Context: an optimization exercise on an open-source flow, tuned for small area. The choices shown serve that exercise and are no tape-out recipe. Function was checked by simulation only, so behaviour that the tests miss may differ from the original. No activity file was given, so power comes from the tool's default toggle rates.

--- flow/run.sh ---
#!/bin/bash
# synth_recipe.tcl (not shown) runs the flow's synth.tcl, then flattens the netlist and writes it again
# the make line also repeats each setting of config.mk as NAME=value (left out here)
make -C /OpenROAD-flow-scripts/flow DESIGN_CONFIG=/design/flow/config.mk WORK_HOME=/design/flow/orfs CLKGATE_MAP_FILE= SYNTH_SCRIPT=/design/flow/synth_recipe.tcl finish
--- flow/config.mk ---
export PLATFORM = sky130hd
export DESIGN_NAME = inst_mem_sync
export DESIGN_NICKNAME = inst_mem_sync
export VERILOG_FILES = /design/flow/design.v
export SDC_FILE = /design/flow/constraint.sdc
export NUM_CORES = 4
export LEC_CHECK = 0
export CAP_MARGIN = 20
export CORE_MARGIN = 2
export CORE_UTILIZATION = 40
export SLEW_MARGIN = 20
--- flow/constraint.sdc ---
create_clock -name core_clock -period 5.0 [get_ports {clk}]
set_input_delay 1.0000 -clock core_clock [delete_from_list [all_inputs] [get_ports {clk}]]
set_output_delay 1.0000 -clock core_clock [all_outputs]
set_load 0.01 [all_outputs]
--- flow/design.v ---
package cpu_pkg;
    localparam int DATA_W_DEF = 32;
    localparam int ADDR_W_DEF = 6;
    localparam logic [31:0] NOP = 32'h0000_0000;
    typedef enum logic {
        ST_CLEAR = 1'b0,
        ST_RUN   = 1'b1
    } imem_state_e;
endpackage
module inst_mem_ram #(
    parameter int              W       = 32,
    parameter int              ADDR_W  = 6,
    parameter int              DEPTH   = 64,
    parameter logic [W-1:0]    CLR_VAL = '0
) (
    input  logic              clk,
    input  logic              rst_n,
    input  logic              we,
    input  logic [ADDR_W-1:0] waddr,
    input  logic [W-1:0]      wdata,
    input  logic              re,
    input  logic              rclr,
    input  logic [ADDR_W-1:0] raddr,
    output logic [W-1:0]      rdata
);
    logic [W-1:0] mem [DEPTH];
    always_ff @(posedge clk) begin
        if (we) begin
            mem[waddr] <= wdata;
        end
    end
    always_ff @(posedge clk or negedge rst_n) begin
        if (!rst_n) begin
            rdata <= CLR_VAL;
        end else if (rclr) begin
            rdata <= CLR_VAL;
        end else if (re) begin
            rdata <= mem[raddr];
        end
    end
endmodule
module inst_mem_sync #(
    parameter int                 DATA_W   = cpu_pkg::DATA_W_DEF,
    parameter int                 ADDR_W   = cpu_pkg::ADDR_W_DEF,
    parameter int                 DEPTH    = 64,
    parameter logic [DATA_W-1:0]  NOP_WORD = DATA_W'(cpu_pkg::NOP)
) (
    input  logic              clk,
    input  logic              rst_n,
    input  logic              fetch_req,
    input  logic [ADDR_W-1:0] fetch_addr,
    input  logic              stall,
    input  logic              flush,
    output logic [DATA_W-1:0] inst,
    output logic              inst_valid,
    output logic              addr_err,
    output logic              ready,
    input  logic              prog_we,
    input  logic [ADDR_W-1:0] prog_addr,
    input  logic [DATA_W-1:0] prog_data
);
    localparam int MEM_W = DATA_W;
    localparam logic [MEM_W-1:0] NOP_MEM = NOP_WORD;
    localparam logic [ADDR_W:0]   DEPTH_L  = (ADDR_W+1)'(DEPTH);
    localparam logic [ADDR_W-1:0] CLR_LAST = ADDR_W'(DEPTH - 1);
    cpu_pkg::imem_state_e state, state_n;
    logic [ADDR_W-1:0] clr_cnt;
    logic              valid_n, err_n;
    logic              ram_we, ram_re, ram_rclr;
    logic [ADDR_W-1:0] ram_waddr;
    logic [MEM_W-1:0]  ram_wdata, ram_rdata, prog_word;
    logic fetch_in_range, prog_in_range;
    assign fetch_in_range = {1'b0, fetch_addr} < DEPTH_L;
    assign prog_in_range  = {1'b0, prog_addr}  < DEPTH_L;
    assign prog_word = prog_data;
    always_ff @(posedge clk or negedge rst_n) begin
        if (!rst_n) begin
            state      <= cpu_pkg::ST_CLEAR;
            clr_cnt    <= '0;
            inst_valid <= 1'b0;
            addr_err   <= 1'b0;
        end else begin
            state      <= state_n;
            inst_valid <= valid_n;
            addr_err   <= err_n;
            if (state == cpu_pkg::ST_CLEAR) begin
                clr_cnt <= clr_cnt + 1'b1;
            end
        end
    end
    always_comb begin
        state_n   = state;
        valid_n   = inst_valid;
        err_n     = addr_err;
        ram_we    = 1'b0;
        ram_waddr = prog_addr;
        ram_wdata = prog_word;
        ram_re    = 1'b0;
        ram_rclr  = 1'b0;
        case (state)
            cpu_pkg::ST_CLEAR: begin
                ram_we    = 1'b1;
                ram_waddr = clr_cnt;
                ram_wdata = NOP_MEM;
                if (clr_cnt == CLR_LAST) begin
                    state_n = cpu_pkg::ST_RUN;
                end
            end
            cpu_pkg::ST_RUN: begin
                ram_we = prog_we && prog_in_range;
                if (flush) begin
                    ram_rclr = 1'b1;
                    valid_n  = 1'b0;
                    err_n    = 1'b0;
                end else if (stall) begin
                    valid_n = inst_valid;
                end else if (fetch_req && fetch_in_range) begin
                    ram_re  = 1'b1;
                    valid_n = 1'b1;
                    err_n   = 1'b0;
                end else if (fetch_req) begin
                    ram_rclr = 1'b1;
                    valid_n  = 1'b1;
                    err_n    = 1'b1;
                end else begin
                    valid_n = 1'b0;
                end
            end
            default: state_n = cpu_pkg::ST_CLEAR;
        endcase
    end
    inst_mem_ram #(
        .W       (MEM_W),
        .ADDR_W  (ADDR_W),
        .DEPTH   (DEPTH),
        .CLR_VAL (NOP_MEM)
    ) u_ram (
        .clk   (clk),
        .rst_n (rst_n),
        .we    (ram_we),
        .waddr (ram_waddr),
        .wdata (ram_wdata),
        .re    (ram_re),
        .rclr  (ram_rclr),
        .raddr (fetch_addr),
        .rdata (ram_rdata)
    );
    assign inst  = ram_rdata[DATA_W-1:0];
    assign ready = (state == cpu_pkg::ST_RUN);
endmodule
==> run notes <==
commonest non-fill, non-tap cell in the layout edfxtp_1; Area growth, synth to finish 14.93%; CORE AREA 199,500 um^2; DR DRC count 0; Reg clk slew, reported paths 0.06 ns; Avg Inst Size Synth between 20 and 25 um^2; Die Ht 451.4 um; Max Slew Vio Count 0; GPL Wtd Cong slightly below 0.9; Rows between 150 and 200; post-layout instance area roughly 92,000 um^2; vias in the first global route 38,210; peak supply drop slightly below 0.0003 V; fin cells 6,643; first drt pass iteration count 6; Period minus WS final ~3.7 ns; Fillers about 16,000; clk_skew around 0.032 ns; worst hold slack approximately 0.23 ns; dpl cells around 6,300; port bufs 84; Post-Syn Instances approximately 3,500; CTS Sinks ~2,100; first-pass GRT wire length a little over 300,000 um; CTS Buf Count around 200; CP Launch Type flip-flop; top cell type's share of synthesized area between 70% and 80%; vias 39,050; Max clock buf depth 3; Setup crit end kind primary output; share of layout cells above drive strength 1 between 20% and 30%; setup violators final 0; Fmax around 270 MHz; synthesized area 80,080 um^2; die outline width approximately 450 um; EDFF count, synth 2,048; Leakage Power between 20 and 25 nW; Fin. Hold Viols 0; vias per inst approximately 5.9; NumNets Final roughly 3,900; largest net degree at the start of global routing 69; fin worst setup slack ~1.3 ns; Slew @ Worst Pin about 1.1 ns; Setup TNS Final 0 ns; status complete, no violations; Final period util ~74%; Max Cap Viol 0; starting density of the core between 40% and 50%; antenna-violating nets left 0; CP required ~4.0 ns; post-cts sizing count 0; initial DRC count around 5,500; H-Tree Depth 4; Slew headroom roughly 29%; io pins 85; post-synthesis sequential area ratio 78.08%; initial antenna violation count 12; dpl ws 0.8093 ns; post-synth top area cell edfxtp_1; RSZ-0062 raised after global routing false; Post-DP HPWL around 140,000 um; die area a little over 200,000 um^2; synth unique cells 55; Avg WL per Cell between 30 and 40 um; drt total wl 223,000 um; main flop type after synthesis edfxtp_1; Yosys warnings 2; CP arrival 2.69 ns; PD cells approximately 370 nW/um^2; Worst Path Class, Setup reg -> out; Yosys reg bits 2,089; Tightest Hold Check Type in -> async; asr flop ratio synth 1.963%; Synth area leaders edfxtp_1 77%, mux4_2 15%, mux2i_1 1.7%, dfrtp_1 1.3%, nand2_1 0.52%; CTS tree built; post-cts hold buffer count 0; CTS root buffer clkbuf_16; most frequent cells in the layout 2,048 x edfxtp_1, 526 x mux4_2, 208 x clkbuf_16; Post-Syn Nets roughly 3,600; gr ovfl total 0; later-pin clock latency in the skew report roughly 0.83 ns; Area after DPL approximately 86,000 um^2; Worst Path Max Fanout 26; Total Routing Usage GR 21.72%; Post-CTS Setup Bufs 0
[worst max-delay path, cell delays in order (launching register included)]
cell,delay [ns]
dfrtp_2,0.79
buf_4,0.42
clkdlybuf4s50_1,0.61
[report_power, final]
part / switching (W) / internal (W) / total (W) / leakage [nW]
registers: 0 / 0.0189 / 0.0189 / 14.8
logic: 0.000491 / 0.000317 / 0.000808 / 5.91
clock network: 0.00646 / 0.00814 / 0.0146 / 3.07
total: 0.00695 / 0.0274 / 0.0343 / 23.8
[cell type report]
class | count | area, um^2 | share of cell area [%]
Antenna cell | 6 | 15.01 | 0.01631
Multi-Input combinational cell | 1240 | 17130 | 18.61
Clock buffer | 270 | 5508 | 5.984
Tap cell | 2656 | 3323 | 3.611
Clock inverter | 97 | 767.0 | 0.8333
Timing Repair Buffer | 280 | 2750 | 2.988
Inverter | 5 | 18.77 | 0.02039
Sequential cell | 2089 | 62530 | 67.94
[kinds of logic after synthesis]
| group | share of synthesized area (%) |
|---|---|
| flops | 78.08 |
| mux | 16.75 |
| simple gates | 1.884 |
| compound gates | 1.948 |
| buf+inv | 1.272 |
| xor+xnor | 0.05468 |
| fa+ha+maj | 0.01562 |
[through the flow]
step / util, % / total power [W]
2_1_floorplan: - / 0.01980
3_3_place_gp: 42.99 / 0.02011
3_5_place_dp: 42.99 / 0.02011
4_1_cts: 46.14 / 0.03455
5_1_grt: 46.14 / 0.03526
6_report: 46.15 / 0.03432
[routing by layer]
layer,global-route usage (%),vias up,routed length (um)
met5,0,-,38
met4,6.966,6,7624
met3,3.884,323,18300
met2,34.12,1859,106200
met1,30.97,21310,90840
li1,-,15550,-
[flip-flops by register name, summed over array words and instances, names as in the netlist]
signal       count
u_ram.mem     2048
u_ram.rdata     32
clr_cnt          6
addr_err         1
inst_valid       1
state            1
[synthesized netlist by cell type (all sizes together), types with 2 or more instances]
library cell     n
o22ai           23
a32oi            2
nand2b          12
nor2            98
edfxtp        2048
o211ai           8
a32o             3
a21oi           35
xnor2            5
a22o             7
a31o             2
nor2b           16
nand2          112
o22a             2
nand4            2
and2            40
o221ai           6
clkbuf          63
inv              5
and3             3
a22oi           55
buf            122
mux2i          137
mux2            17
a211oi          10
nor3             8
a2111oi          7
dfrtp           41
mux4           526
a311oi           3
nand3           29
o21a             2
a221oi          18
o21ai           24
or2              2
a31oi           13
[worst paths after layout]
check | from | endpoint | cells past startpoint | slack [ns]
hold / removal | rst_n | inst_valid | 1 | 0.23
min in group core_clock | addr_err | addr_err | 1 | 0.49
max in group asynchronous | rst_n | state | 2 | 3.80
setup reg to reg | state | u_ram.rdata[31] | 6 | 1.65
setup / recovery | state | ready | 2 | 1.31
hold reg to reg | addr_err | addr_err | 1 | 0.49

## static timing again, ports no longer ideal
The flow's constraints put no driver on any port. The routed layout listed below was extracted and timed again, unchanged, in two steps. Step 1 (the two cells are an assumption about what drives the block):
set clk [get_ports {clk}]
set_driving_cell -lib_cell sky130_fd_sc_hd__clkbuf_16 $clk
set_driving_cell -lib_cell sky130_fd_sc_hd__buf_2 [delete_from_list [all_inputs] $clk]
Step 2 also shifts input and output timing later by t, the mid clock arrival at the registers, as if the neighbouring blocks saw the same clock. a / b / c = no drivers / after step 1 / after step 2; a / b = the first two.
t, ns: 0.904
setup slack, ns: 1.307 / 1.220 / 0.737
worst hold slack (ns): 0.232 / 0.166 / 0.491
clock arrival spread, ns: 0.034 / 0.034
cell pins on the clock port's net: 1
After both steps setup and hold are still met in this run. For this run, drivers alone change the setup slack by -0.087 ns; drivers and shift together by -0.570 ns.
